Background: an optimization exercise with open tools, aiming at small area. Do not read the settings as production practice. The RTL was checked by simulation tests, not by an equivalence proof against the original design. No activity file was given, so power comes from the tool's default toggle rates.

$ cat design/flow/config.mk
export PLATFORM = sky130hd
export DESIGN_NAME = bf_loader
export DESIGN_NICKNAME = bf_loader
export VERILOG_FILES = /design/flow/design.v
export SDC_FILE = /design/flow/constraint.sdc
export NUM_CORES = 4
export LEC_CHECK = 0
export CAP_MARGIN = 20
export CORE_MARGIN = 2
export CORE_UTILIZATION = 65
export CTS_BUF_LIST = sky130_fd_sc_hd__clkbuf_16
export CTS_CLUSTER_DIAMETER = 100
export CTS_CLUSTER_SIZE = 30
export SLEW_MARGIN = 20
$ cat design/flow/constraint.sdc
create_clock -name core_clock -period 10.0 [get_ports {clk}]
set_input_delay 2.0000 -clock core_clock [delete_from_list [all_inputs] [get_ports {clk}]]
set_output_delay 2.0000 -clock core_clock [all_outputs]
set_load 0.01 [all_outputs]
$ cat design/flow/design.v
`timescale 1ns/1ps
module bf_loader #(
    parameter int MAX_LEN = 255
) (
    input  logic       clk,
    input  logic       nrst,
    input  logic [7:0] h_data,
    input  logic       h_valid,
    input  logic       h_last,
    output logic       h_ready,
    output logic [7:0] p_data,
    output logic       p_valid,
    input  logic       p_ack,
    output logic       p_start,
    input  logic       p_ready,
    output logic       busy,
    output logic       err,
    output logic [1:0] err_code
);
    typedef enum logic [2:0] {
        S_CAPTURE, S_CHECK, S_WAIT_RDY, S_STREAM, S_TERM, S_START, S_RUN_WAIT, S_RUN
    } state_t;
    state_t     state_q, state_d;
    logic [6:0] free_q, free_d;
    logic [1:0] free_r, free_rd;
    logic [7:0] depth_q, depth_d;
    logic [1:0] err_code_q, err_code_d;
    logic [3*255-1:0] buf_q;
    logic [2:0]       rd_code;
    logic             shift;
    logic       is_cmd, bad_prog, toolong, full, empty, last_cmd;
    assign toolong  = (free_r == 2'd3);
    assign bad_prog = toolong || (depth_q != 8'd0);
    assign full     = (free_q == 7'd0) && (free_r[1] == free_r[0]);
    assign empty    = (free_q == 7'd85) && (free_r == 2'd0);
    assign last_cmd = (free_q == 7'd84) && (free_r == 2'd2);
    always_comb begin
        case (h_data)
            8'h2B, 8'h2D, 8'h3C, 8'h3E, 8'h5B, 8'h5D, 8'h2E, 8'h2C: is_cmd = 1'b1;
            default:                                                 is_cmd = 1'b0;
        endcase
    end
    always_ff @(posedge clk) begin
        if (!nrst) begin
            state_q    <= S_CAPTURE;
            free_q     <= 7'd85;
            free_r     <= 2'd0;
            depth_q    <= 8'd0;
            err_code_q <= 2'd0;
        end else begin
            state_q    <= state_d;
            free_q     <= free_d;
            free_r     <= free_rd;
            depth_q    <= depth_d;
            err_code_q <= err_code_d;
        end
    end
    always_ff @(posedge clk) begin
        if (shift) buf_q <= {h_data[4], h_data[1], h_data[0], buf_q[3*255-1:3]};
    end
    logic [2:0] tap0 [0:127];
    logic [2:0] tap1 [0:31];
    logic [2:0] tap2 [0:7];
    logic [2:0] tap3 [0:1];
    always_comb begin
        for (int g = 0; g < 128; g++) tap0[g] = (g < 85) ? buf_q[9*g +: 3] : 3'b000;
        for (int g = 0; g < 32; g++)  tap1[g] = tap0[4*g + depth_q[1:0]];
        for (int g = 0; g < 8; g++)   tap2[g] = tap1[4*g + depth_q[3:2]];
        for (int g = 0; g < 2; g++)   tap3[g] = tap2[4*g + depth_q[5:4]];
    end
    assign rd_code = tap3[depth_q[6]];
    always_comb begin
        state_d = state_q;
        case (state_q)
            S_CAPTURE:  if (h_valid && h_last) state_d = S_CHECK;
            S_CHECK:    state_d = bad_prog ? S_CAPTURE : S_WAIT_RDY;
            S_WAIT_RDY: if (p_ready) state_d = empty ? S_TERM : S_STREAM;
            S_STREAM:   if (p_ack && last_cmd) state_d = S_TERM;
            S_TERM:     if (p_ack) state_d = S_START;
            S_START:    state_d = S_RUN_WAIT;
            S_RUN_WAIT: if (!p_ready) state_d = S_RUN;
            S_RUN:      if (p_ready) state_d = S_CAPTURE;
            default:    state_d = S_CAPTURE;
        endcase
    end
    always_comb begin
        free_d     = free_q;
        free_rd    = free_r;
        depth_d    = depth_q;
        err_code_d = err_code_q;
        shift      = 1'b0;
        case (state_q)
            S_CAPTURE: begin
                if (h_valid) begin
                    err_code_d = 2'd0;
                    if (is_cmd) begin
                        if (!full) begin
                            shift = 1'b1;
                            if (free_r == 2'd0) begin
                                free_rd = 2'd2;
                                free_d  = free_q - 7'd1;
                            end else begin
                                free_rd = free_r - 2'd1;
                            end
                        end else begin
                            free_rd = 2'd3;
                        end
                    end
                    if (h_data == 8'h5B) begin
                        if (depth_q != 8'hFF) depth_d = depth_q + 8'd1;
                    end else if (h_data == 8'h5D) begin
                        depth_d = depth_q - 8'd1;
                    end
                end
            end
            S_CHECK: begin
                if (bad_prog) begin
                    err_code_d = toolong ? 2'd2 : 2'd1;
                    free_d     = 7'd85;
                    free_rd    = 2'd0;
                    depth_d    = 8'd0;
                end else begin
                    shift   = (free_r != 2'd0);
                    depth_d = {free_r == 2'd2, free_q};
                end
            end
            S_WAIT_RDY: begin
                if (depth_q[7]) begin
                    shift      = 1'b1;
                    depth_d[7] = 1'b0;
                end
            end
            S_STREAM: begin
                if (p_ack) begin
                    shift = 1'b1;
                    if (free_r == 2'd2) begin
                        free_rd = 2'd0;
                        free_d  = free_q + 7'd1;
                    end else begin
                        free_rd = free_r + 2'd1;
                    end
                end
            end
            S_START: depth_d = 8'd0;
            default: ;
        endcase
    end
    always_comb begin
        h_ready  = 1'b0;
        p_data   = 8'h00;
        p_valid  = 1'b0;
        p_start  = 1'b0;
        busy     = 1'b0;
        err      = 1'b0;
        err_code = 2'd0;
        if (nrst) begin
            busy     = (state_q != S_CAPTURE);
            err      = |err_code_q;
            err_code = err_code_q;
            case (state_q)
                S_CAPTURE: h_ready = 1'b1;
                S_STREAM: begin
                    p_valid = 1'b1;
                    p_data  = {1'b0, rd_code[2] & rd_code[0], ~(rd_code[2] & rd_code[0]),
                               rd_code[2], 1'b1, ~(rd_code[1] & rd_code[0]),
                               rd_code[1], rd_code[0]};
                end
                S_TERM:  p_valid = 1'b1;
                S_START: p_start = 1'b1;
                S_RUN: begin
                    p_data  = h_data;
                    p_valid = h_valid && !p_ready;
                    h_ready = p_ack && !p_ready;
                end
                default: ;
            endcase
        end
    end
endmodule
$ cat design/flow/run.sh
#!/bin/bash
# synth_recipe.tcl (not shown) runs the flow's synth.tcl, then flattens the netlist and writes it again
# the make line also repeats each setting of config.mk as NAME=value (left out here)
make -C /OpenROAD-flow-scripts/flow DESIGN_CONFIG=/design/flow/config.mk WORK_HOME=/design/flow/orfs CLKGATE_MAP_FILE= SYNTH_SCRIPT=/design/flow/synth_recipe.tcl finish
==> qor.yml <==
setup_viol_count_final: 0
drc: 0
synth_cell_types: 78
yosys.area.top_type: "edfxtp_1"
place_hpwl_um: 24200
first_iter_violations: 1218
powerDensity_nw_per_um2: 204
utilization: 0.696
track_usage: 0.191
hold_slack_ns: 0.406
ioPinCount: 29
slew-limit-headroom: 0.255
synthTopCellsByCount: "765 x edfxtp_1, 45 x mux4_2, 39 x nor2_1, 38 x nand2_1, 33 x mux2i_1"
slew_viol_final: 0
finalHoldViolations: 0
maxCapViolCount: 0
worstReg2RegStart: "depth_q[5]"
antenna_found_initial: 0
rr_endpoint: "buf_q[56]"
postSynth.asyncResetShare: 0
start_util: 0.656
clk_latency_ns: 0.62
drive_gt1_frac: 0.0894
gp_congestion: 0.805
viasPerCell: 6.10
ys_seq_elements: 787
slowest_stage: "dfxtp_4"
cts_max_level: 1
grt_max_degree: 214
fin_crit_sh: 0.647
hp-class: "flop to flop"
grt_pass1_vias: 10697
die_w_um: 209
area.growth.synth_to_final_pct: 6.11
ys_seq_area_frac: 0.855
rsz0062_at_grt: "no"
path_class: "flop to output pin"
numCtsBuffers: 30
cp-start-kind: "flop"
drt_first_pass_iters: 6
synth_most_common_cell: "edfxtp_1"
postLayoutCellArea_um2: 29100
post_drt_wl_per_cell_um: 22.6
cts_tree: "yes"
status: "complete, no violations"
min_to: "buf_q[307]"
grt_pass1_wl_um: 63200
r2r_cells: 7
fin_skew_ns: 0.0265
multi_input_area_um2: 3640
hp-start: "buf_q[310]"
clockBufferDepth: 3
reg2reg_slack_ns: 4.65
tightestPinTransition_ns: 1.12
rows: 75
fillCellCount: 2496
arrival_ns: 4.47
die_h_um: 209
synth_top_area_share: 0.839
path_buf_inv: 2
dpl_cell_area_um2: 28200
cts.repair.resized: 0
min_path_cells: 0
path_clk_slew_ns: 0.12
critPathMaxStageDelay_ns: 0.93
core_area_um2: 41800
min_period_ns: 6.47
fin_nets: 1318
syn-cell-area_um2: 27400
syn_avg_cell_area_um2: 21.8
required_ns: 8.00
grt_overflow_total: 0
synth_edf_count: 765
cp_top_family: "buffers and inverters"
seq_area_um2: 23400
synthCells: 1254
drt_wl_total_um: 41500
timing.fmax_mhz: 155
worstSetupEndpointType: "output pin"
die-area_um2: 43800
synth_area_leaders: "edfxtp_1 84%, mux4_2 3.7%, dfxtp_1 1.6%"
cts_sinks: 787
vias: 11201
cp_cell_sequence: "buf_4 > mux4_2 > nor3_1 > o31a_1 > a311oi_1 > a32oi_1 > nor2_1 > clkdlybuf4s50_1"
synth.net_count: 1285
stdcell_count: 1837
io_buffer_count: 28
peakVddDrop_uv: 154
p_leak_nw: 8.90
synth_warnings: 5
cts-root-buf: "clkbuf_16"
dp_cells: 1794
drtAntennaViolNets: 0
cts_hold_buf: 0
n_antenna_cell: 0
yosys_most_used_dff: "edfxtp_1"
finalSetupTns_ns: 0
path_max_fanout: 50
post_cts_buffers: 0
-- flip-flops by register name, summed over array words and instances, names as in the netlist --
register / cells
buf_q: 765
depth_q: 8
free_q: 7
state_q: 3
err_code_q: 2
free_r: 2
-- per-stage QoR --
stage	total power [mW]	worst slack (ns)
2_1_floorplan	4.45	-5.43
3_3_place_gp	4.55	3.86
3_5_place_dp	4.56	3.93
4_1_cts	5.99	3.44
5_1_grt	6.14	3.22
6_report	5.93	3.53
-- layout make-up --
type,instances,share of cell area
multi-input cells,408,0.125
flip-flops and latches,787,0.806
well taps,539,0.0232
repair buffers,42,0.0141
inverters,18,0.00241
clock inverters,12,0.00245
clock buffers,31,0.0267
-- logic make-up after synthesis --
group,count (synthesis),share of synthesized area
flip-flops,787,0.855
AND/OR/NAND/NOR,154,0.0287
AO/OA/AOI/OAI,141,0.0359
multiplexers,87,0.0560
buffers and inverters,59,0.0134
adder cells (fa/ha/maj),17,0.00831
XOR/XNOR,9,0.00288
-- per-layer routing --
metal | track usage | share of wire | routed length [um]
met2 | 0.269 | 0.44 | 18200
met4 | 0.0446 | 0.023 | 942
met3 | 0.0278 | 0.044 | 1830
met1 | 0.324 | 0.49 | 20600
met5 | 0 | 0 | 0
-- power by group --
group          internal [mW]  switching (mW)  total, mW
combinational          0.254           0.363      0.617
clock                  0.567           0.891       1.46
sequential              3.74           0.117       3.86
-- worst max path at each step --
| stage | from | depth (start not counted) | end | slack [ns] |
|---|---|---|---|---|
| after detailed placement | nrst | 5 | p_data[3] | 3.93 |
| after CTS | depth_q[0] | 9 | p_data[6] | 3.44 |
| after global placement | nrst | 5 | p_data[3] | 3.86 |
| final | depth_q[1] | 8 | p_data[1] | 3.53 |
| after global routing | depth_q[0] | 9 | p_data[6] | 3.22 |
| after floorplan | p_ack | 2 | buf_q[0] | -5.43 |
-- worst register-to-register path: stages (launching register included) --
cell,delay (ns)
dfxtp_1,0.61
nor3_1,0.86
nand3_1,0.44
nor3_4,0.53
inv_1,0.19
o221ai_4,0.71
buf_4,0.66
buf_12,0.70
-- placed cells by master (no fill, tap or decap), types with 15 or more instances in the layout --
| cell type | n |
|---|---|
| nand2_1 | 38 |
| inv_1 | 27 |
| clkbuf_16 | 31 |
| mux2i_1 | 32 |
| clkdlybuf4s50_1 | 28 |
| edfxtp_1 | 765 |
| dfxtp_1 | 19 |
| nor2_1 | 39 |
| o21ai_0 | 24 |
| ha_1 | 15 |
| mux4_2 | 45 |
| a21oi_1 | 30 |
| nor2b_1 | 16 |
| nor3_1 | 15 |

what the ideal ports hide:
The flow's constraints put no driver on any port. The routed layout listed below was extracted and timed again, unchanged, in two steps. Step 1 sets driving cells, clkbuf_16 on the clock port and buf_2 on the other inputs (assumed; they add their load-dependent delay and slew). Step 2 also shifts input and output timing later by t, the mid clock arrival at the registers, as if the neighbouring blocks saw the same clock. a / b / c = ideal ports / drivers / drivers and shift; a / b = the first two.
t (ns): 0.659
setup WS [ns]: 3.528 / 3.472 / 3.883
worst register clock-pin slew, ns: 0.12 / 0.12
worst data-port slew with drivers (ns): 0.03
pins driven straight from the clock port: 1
After both steps this run still meets setup and hold. The setup slack of this run moves by -0.056 ns with the drivers and by +0.355 ns with both steps.
